Source: an optimization exercise on an open RTL-to-GDS flow (aim: small area). Production flows keep margins and buffers that such runs may drop.
In this exercise RTL edits were held to simulation tests only and were not proved equivalent to the original.
Power and IR drop assume default switching activity.

Design procesador_multiciclo, start of the top module:
module procesador_multiciclo #(
   parameter int            DW       = 32,
   parameter int            AW       = 8,
   parameter logic [AW-1:0] RESET_PC = '0
) (
   input  logic          clk,
   input  logic          rst_n,
   output logic          mem_req,
   output logic          mem_we,
   output logic [AW-1:0] mem_addr,
   output logic [DW-1:0] mem_wdata,
   input  logic [DW-1:0] mem_rdata,
   input  logic          mem_ack,
   output logic          halted,
   output logic [AW-1:0] pc_dbg
);
   logic [2:0]    state, state_nx;
   logic [3:0]    cls;
   logic [4:0]    cnt;           
   logic [AW-3:0] pcw;           
   logic          pc_c;          
   logic [AW-1:0] addr;          
   logic [31:0]   dr;            
   logic [4:0]    rsq, rtq;      
   logic          c;             
   logic          f;             
   wire ex1   = (state == procesador_multiciclo_pkg::S_EX1);
   wire ex2   = (state == procesador_multiciclo_pkg::S_EX2);
   wire last  = (cnt == 5'd31);
   wire first = (cnt == 5'd0);
   wire is_r   = (cls == procesador_multiciclo_pkg::C_ADD) || (cls == procesador_multiciclo_pkg::C_SUB) || (cls == procesador_multiciclo_pkg::C_AND) ||
                 (cls == procesador_multiciclo_pkg::C_OR)  || (cls == procesador_multiciclo_pkg::C_SLT);
   wire is_imm = (cls == procesador_multiciclo_pkg::C_ADDI) || (cls == procesador_multiciclo_pkg::C_LW) || (cls == procesador_multiciclo_pkg::C_SW);
   wire inv    = (cls == procesador_multiciclo_pkg::C_SUB) || (cls == procesador_multiciclo_pkg::C_SLT) || (cls == procesador_multiciclo_pkg::C_BEQ);
   wire w1     = (cls == procesador_multiciclo_pkg::C_ADD) || (cls == procesador_multiciclo_pkg::C_SUB) || (cls == procesador_multiciclo_pkg::C_AND) ||
                 (cls == procesador_multiciclo_pkg::C_OR)  || (cls == procesador_multiciclo_pkg::C_ADDI);
   wire two    = (cls == procesador_multiciclo_pkg::C_SLT) || (cls == procesador_multiciclo_pkg::C_BEQ);   
   logic        ra, rb, wbit, wen;
   logic [4:0]  wa;
   logic [31:1] we;
   assign wa = is_r ? dr[15:11] : rtq;
   always_comb begin
  ...
clock: 6.5 ns
lec_check: 0
cap_margin: 20
core_margin: 2
core_utilization: 40
cts_buf_list: sky130_fd_sc_hd__clkbuf_16
cts_cluster_diameter: 80
cts_cluster_size: 35
slew_margin: 20
run.sh (not shown) runs the stock make flow with config.mk's settings and CLKGATE_MAP_FILE= SYNTH_SCRIPT=/design/flow/synth_recipe.tcl, a recipe that flattens the netlist after the stock synthesis.
The first run ran to the end with no violations.
Change:
Settings changed: CTS_BUF_LIST sky130_fd_sc_hd__clkbuf_16 to sky130_fd_sc_hd__clkbuf_4, CTS_CLUSTER_DIAMETER 80 to default, CTS_CLUSTER_SIZE 35 to default.
Core utilization is higher by 3.0 points; setup slack got worse by 0.39 ns; via count is higher by about 12%.
Change:
==> flow/flow/run.sh (new file) <==
#!/bin/bash
# Layout flow: the standard ORFS flow (standard.sh), with two changes in
# how the layout is made:
#  * port buffers use the smallest buffer cell (buf_1) instead of the
#    cell buffer_ports picks on its own;
#  * clock tree: clkbuf_8 leaf/tree buffers, sink clusters of up to 22
#    flip-flops within 60 um, no dummy loads.
# Each tool's full output is in the ORFS logs under orfs/logs/, and the
# make output in flow_standard.log in this folder.
set -euo pipefail
export BUFFER_PORTS_ARGS="-buffer_cell sky130_fd_sc_hd__buf_1"
export CTS_ARGS="-sink_clustering_enable -repair_clock_nets -sink_clustering_size 22 -sink_clustering_max_diameter 60 -buf_list sky130_fd_sc_hd__clkbuf_8 -dont_use_dummy_load"
bash ./standard.sh finish > flow_standard.log 2>&1
==> flow/standard.sh (new file) <==
#!/bin/bash
# synth_recipe.tcl (not shown) runs the flow's synth.tcl, then flattens the netlist and writes it again
# the make line also repeats each setting of config.mk as NAME=value (left out here)
make -C /OpenROAD-flow-scripts/flow DESIGN_CONFIG=/design/flow/config.mk WORK_HOME=/design/flow/orfs CLKGATE_MAP_FILE= SYNTH_SCRIPT=/design/flow/synth_recipe.tcl "${@:-finish}"
Settings changed: CTS_BUF_LIST sky130_fd_sc_hd__clkbuf_4 to default.
removed: flow/run.sh
What happened:
- The new run ran to the end with no violations
- worst setup slack gets better by 0.23 ns
- flip-flop and latch count is unchanged
- total power is lower by about a fifth
Change:
==> flow/run.sh (new file) <==
#!/bin/bash
# synth_recipe.tcl (not shown) runs the flow's synth.tcl, then flattens the netlist and writes it again
# the make line also repeats each setting of config.mk as NAME=value (left out here)
make -C /OpenROAD-flow-scripts/flow DESIGN_CONFIG=/design/flow/config.mk WORK_HOME=/design/flow/orfs CLKGATE_MAP_FILE= SYNTH_SCRIPT=/design/flow/synth_recipe.tcl finish
Settings changed: CTS_CLUSTER_DIAMETER from default to 50, CTS_CLUSTER_SIZE from default to 40.
removed: flow/flow/run.sh
removed: flow/standard.sh
The new run went through all stages and came out clean. Setup slack improved by 0.17 ns. Register-to-register slack improves by 0.17 ns. Power rose by 19%. Global-route usage came out higher by 0.41 points. Via count barely changes. Sequential power barely changes.
Change:
Settings changed: CTS_CLUSTER_DIAMETER 50 to default, CTS_CLUSTER_SIZE 40 to default.
Cell area went up by 2.8%.
Sequential share of layout area went down by 2.1 points.
Clock-buffer cell count went up by 75.
Maximum frequency went down by 1.3%.
Clock power went up by 23%.
Total power went up by 8.9%.
Flip-flop and latch count does not change.
Die area stays the same.
Critical path depth stays the same.

== job 6247 ==
procesador_multiciclo again, from the RTL that the note above started with.
clock: 6.5 ns
lec_check: 0
cap_margin: 20
core_margin: 2
core_utilization: 40
cts_cluster_diameter: 60
cts_cluster_size: 30
slew_margin: 20
Stock flow here: none of the scripts above is used.
Relative to job 6247, the following input files were edited for job 2259:
- a deleted CTS_CLUSTER_SIZE that had been 30
- a change of CORE_UTILIZATION from 40 to 65
- a deleted CTS_CLUSTER_DIAMETER that had been 60
==> flow/flow/run.sh (new file) <==
#!/bin/bash
# Layout flow: the standard ORFS flow (standard.sh), with two changes in
# how the layout is made:
#  * port buffers use the smallest buffer cell (buf_1) instead of the
#    cell buffer_ports picks on its own;
#  * clock tree: clkbuf_8 leaf/tree buffers, sink clusters of up to 22
#    flip-flops within 60 um, no dummy loads.
# Each tool's full output is in the ORFS logs under orfs/logs/, and the
# make output in flow_standard.log in this folder.
set -euo pipefail
export BUFFER_PORTS_ARGS="-buffer_cell sky130_fd_sc_hd__buf_1"
export CTS_ARGS="-sink_clustering_enable -repair_clock_nets -sink_clustering_size 22 -sink_clustering_max_diameter 60 -buf_list sky130_fd_sc_hd__clkbuf_8 -dont_use_dummy_load"
bash ./standard.sh finish > flow_standard.log 2>&1
==> flow/standard.sh (new file) <==
#!/bin/bash
# synth_recipe.tcl (not shown) runs the flow's synth.tcl, then flattens the netlist and writes it again
# the make line also repeats each setting of config.mk as NAME=value (left out here)
make -C /OpenROAD-flow-scripts/flow DESIGN_CONFIG=/design/flow/config.mk WORK_HOME=/design/flow/orfs CLKGATE_MAP_FILE= SYNTH_SCRIPT=/design/flow/synth_recipe.tcl "${@:-finish}"
removed: flow/run.sh
## What came out
- Setup slack: job 2259 less than job 6247
- Looking at global routing usage on met3 across job 2259 and job 6247, the one that comes out lower is job 6247.
- Job 2259: core outline area is about 40% lower than what job 6247 reported.
- Post-placement setup slack, job 2259 and job 6247, higher one = job 6247.
- For job 2259, the critical path class was register to register, unlike job 6247, where it was register to output pin.
- Job 2259: number of buffers created by CTS is 9 higher than what job 6247 reported.
- Delta (job 2259 minus job 6247): effective utilization at floorplan now larger, number of nets at the end of the flow now larger, relative slew slack now smaller, final number of max-transition violations comparable, clock-buffer cell count now larger.
- Proportion of power drawn by combinational gates for job 2259: 0.2 points down relative to job 6247
The inputs of job 295 differ from those of job 2259 as listed below.
- an added CTS_BUF_LIST of sky130_fd_sc_hd__clkbuf_4
==> flow/run.sh (new file) <==
#!/bin/bash
# synth_recipe.tcl (not shown) runs the flow's synth.tcl, then flattens the netlist and writes it again
# the make line also repeats each setting of config.mk as NAME=value (left out here)
make -C /OpenROAD-flow-scripts/flow DESIGN_CONFIG=/design/flow/config.mk WORK_HOME=/design/flow/orfs CLKGATE_MAP_FILE= SYNTH_SCRIPT=/design/flow/synth_recipe.tcl finish
removed: flow/flow/run.sh
removed: flow/standard.sh
--- outcome ---
Job 2259 and job 295 all finish clean.
Cmp job 295 vs job 2259: wire length higher in job 295
The run showing the smaller number of global-route vias before repair is job 2259.
Job 295 vs. job 2259: layout clock buffer count shows an increase of about 470%, clock group power shows an increase of about 100%, fraction of area in multi-input gates shows a reduction of 0.91 points.
diff inputs: job 295 => job 3652
- CTS_CLUSTER_SIZE newly set to 22
- CTS_BUF_LIST changed from sky130_fd_sc_hd__clkbuf_4 to sky130_fd_sc_hd__clkbuf_8
- CTS_CLUSTER_DIAMETER newly set to 60
- CORE_UTILIZATION changed from 65 to 40
--- outcome ---
- Per the final summary, job 3652 finished and its layout is clean on timing, DRC and antenna.
- Between job 3652 and job 295, the synthesized area figures differ only marginally.
- Via count, job 3652 vs job 295: down by more than 10%
- Wire length came out lower on job 3652 than on job 295.
- On total power of the final layout, job 3652 does better than job 295.
- Compared with job 295, job 3652 shows a lower core utilization.
- Changes observed in job 3652 relative to job 295: fraction of met1 tracks used by global routing decreased by 10 points relative to the old numbers, number of ordinary and repair buffers in the finished layout increased by 2 relative to the old numbers, share of cells above drive strength 1 decreased by 13 points relative to the old numbers.

procesador_multiciclo, a different RTL version from the one above (not shown whole).
Size in the first run: roughly 24000 um^2 of cells after synthesis.
Settings: LEC_CHECK=0, CAP_MARGIN=20, CORE_MARGIN=2, CORE_UTILIZATION=65, GPL_TIMING_DRIVEN=0, SLEW_MARGIN=20; clock period 6.5 ns.
standard.sh (not shown) runs the stock make flow with config.mk's settings and CLKGATE_MAP_FILE= SYNTH_SCRIPT=/design/flow/synth_recipe.tcl, a recipe that flattens the netlist after the stock synthesis.
==> flow/flow/run.sh <==
#!/bin/bash
# Layout flow: the standard ORFS flow (standard.sh) with these changes in
# how the layout is made:
#  * after the standard synthesis, its combinational logic is re-mapped by
#    ABC with an area script (flow/remap.ys); registers are untouched;
#  * port buffers use the smallest buffer cell (buf_1);
#  * clock tree: small clock buffers, small sink clusters, no dummy loads.
# Each tool writes its full output to a log of its own in this folder
# (flow_*.log) and ORFS's step logs stay under orfs/logs/.
set -euo pipefail
export BUFFER_PORTS_ARGS="-buffer_cell sky130_fd_sc_hd__buf_1"
export CTS_ARGS="-sink_clustering_enable -repair_clock_nets -sink_clustering_size 11 -sink_clustering_max_diameter 35 -buf_list sky130_fd_sc_hd__clkbuf_4 -dont_use_dummy_load"
YOSYS=${YOSYS_EXE:-$FLOW_HOME/../tools/install/yosys/bin/yosys}
LIB=$FLOW_HOME/platforms/$FLOW_PLATFORM/lib/sky130_fd_sc_hd__tt_025C_1v80.lib
R=orfs/results/$FLOW_PLATFORM/procesador_multiciclo/base

bash ./standard.sh synth > flow_synth.log 2>&1
cp $R/1_2_yosys.v flow_std_netlist.v
SEQ=$(grep -oE "sky130_fd_sc_hd__(df|edf|sdf|dl|conb)[a-z0-9_]+" flow_std_netlist.v | sort -u | tr '\n' ' ')
sed -e "s#LIBFILE#$LIB#g" -e "s#NETIN#flow_std_netlist.v#" -e "s#NETOUT#flow_remap_netlist.v#" \
    -e "s#TOPNAME#$FLOW_TOP#" -e "s#^flatten#blackbox $SEQ\nflatten#" flow/remap.ys > flow_remap.ys
$YOSYS -s flow_remap.ys > flow_remap.log 2>&1
cp flow_remap_netlist.v $R/1_2_yosys.v
rm -f $R/1_synth.odb $R/1_synth.sdc
bash ./standard.sh synth > flow_synth_odb.log 2>&1
bash ./standard.sh finish > flow_standard.log 2>&1
Other scripts of this flow, unchanged in this note and not shown: flow/flow/remap.ys
The baseline went through all stages and came out clean.
Next try:
- CAP_MARGIN: 20 -> 0
- GPL_TIMING_DRIVEN: 0 -> unset
- SLEW_MARGIN: 20 -> 0
First-iteration DRC count climbs by about a fifth.
Utilization drops by 0.22 points.
Clock power is about the same.
Clock-buffer cell count drops by 4.
Sequential cell count does not change.
Global-route usage climbs by 0.82 points.
Wire length climbs by a few percent.
Synthesized area does not change.
Register-to-register slack improves by 0.66 ns.
Hold slack improves by 0.015 ns.
Cell area drops slightly.
Next try:
--- a/flow/flow/run.sh
+++ b/flow/flow/run.sh
@@ -12 +12 @@
-export CTS_ARGS="-sink_clustering_enable -repair_clock_nets -sink_clustering_size 11 -sink_clustering_max_diameter 35 -buf_list sky130_fd_sc_hd__clkbuf_4 -dont_use_dummy_load"
+export CTS_ARGS="-sink_clustering_enable -repair_clock_nets -sink_clustering_size 28 -sink_clustering_max_diameter 45 -buf_list sky130_fd_sc_hd__clkbuf_16 -dont_use_dummy_load"
- CAP_MARGIN: 0 -> 20
- SLEW_MARGIN: 0 -> 20
What happened: The new run produced a clean layout. Routed wire length increases by 11%. Die area is unchanged. Global-route usage increases by 2.1 points. Clock-buffer cell count decreases by 58. Worst setup slack is better by 0.15 ns.
Next try:
--- a/flow/flow/run.sh
+++ b/flow/flow/run.sh
@@ -12 +12 @@
-export CTS_ARGS="-sink_clustering_enable -repair_clock_nets -sink_clustering_size 28 -sink_clustering_max_diameter 45 -buf_list sky130_fd_sc_hd__clkbuf_16 -dont_use_dummy_load"
+export CTS_ARGS="-sink_clustering_enable -repair_clock_nets -sink_clustering_size 11 -sink_clustering_max_diameter 35 -buf_list sky130_fd_sc_hd__clkbuf_4 -dont_use_dummy_load"
- CORE_UTILIZATION: 65 -> 72
Effect:
- The changed run produced a clean layout
- design area decreases by 2.1%
- die area drops by 9.5%
- worst setup slack gets worse by 0.029 ns
- core utilization goes up by 5.6 points
- flip-flop and latch count does not change
- register-to-register slack degrades by 0.03 ns
- cell count is higher by 1.8%
- routed wire length came out lower by 1.9%
- global-route usage went up by 1.9 points
Next try:
- CORE_UTILIZATION: 72 -> 65
Result:
- sequential cell count does not change
- clock-buffer cell count climbs by 2
- cell area hardly moves
- wire length drops by 11%
- global-route usage drops by 4.5 points
- power drops by 0.83%
- worst hold slack degrades by 0.034 ns
Next try:
- CORE_UTILIZATION: 65 -> 55
Result: The changed run ran to the end with no violations; setup slack gets better by 0.028 ns; clock power goes up by about 2%; sequential power barely changes; worst hold slack gets worse by 0.052 ns; clock skew goes up by 0.0088 ns; via count barely changes; die area goes up by about 18%; area after synthesis does not change; cell area goes up by about 0.7%; non-clock buffer count goes down by 1.

-- what the ideal ports hide --
No port has a modelled driver above. Below, the same layouts with a new extraction and two added sets of constraints. Step 1 sets driving cells, clkbuf_16 on the clock port and buf_2 on the other inputs (assumed; they add their load-dependent delay and slew). Step 2 moves the port delays by t, midway between the first and last clock arrival at a register: inputs arrive t later, outputs are due t later. That takes back most of the time a late clock gives input paths. Slacks: no drivers / after step 1 / after step 2; pairs: no drivers / after step 1.
run | shift t [ns] | setup WS [ns] | clock arrival spread, ns | pins driven straight from the clock port
the first run of note 1 | 0.632 | 2.155 / 2.098 / 2.196 | 0.027 / 0.028 | 1
the second run of note 1 | 1.036 | 1.767 / 1.712 / 2.175 | 0.070 / 0.070 | 1
the third run of note 1 | 0.698 | 2.000 / 2.000 / 2.000 | 0.097 / 0.097 | 1
the fourth run of note 1 | 0.665 | 2.168 / 2.112 / 2.170 | 0.044 / 0.043 | 1
the fifth run of note 1 | 0.679 | 2.111 / 2.055 / 2.208 | 0.025 / 0.025 | 1
job 6247 | 0.653 | 2.158 / 2.102 / 2.181 | 0.024 / 0.024 | 1
job 2259 | 0.671 | 1.957 / 1.957 / 1.957 | 0.088 / 0.088 | 1
job 295 | 0.923 | 1.937 / 1.900 / 1.937 | 0.066 / 0.065 | 1
job 3652 | 0.720 | 2.046 / 1.996 / 2.192 | 0.033 / 0.033 | 1
the first run of note 3 | 0.819 | 1.869 / 1.869 / 1.869 | 0.125 / 0.124 | 1
the second run of note 3 | 0.837 | 2.458 / 2.405 / 2.529 | 0.113 / 0.113 | 1
the third run of note 3 | 0.641 | 2.610 / 2.610 / 2.610 | 0.080 / 0.080 | 1
the fourth run of note 3 | 0.831 | 2.581 / 2.579 / 2.581 | 0.095 / 0.095 | 1
the fifth run of note 3 | 0.834 | 2.502 / 2.449 / 2.622 | 0.113 / 0.112 | 1
the sixth run of note 3 | 0.864 | 2.530 / 2.481 / 2.733 | 0.133 / 0.133 | 1
After both steps every run listed still meets setup and hold.
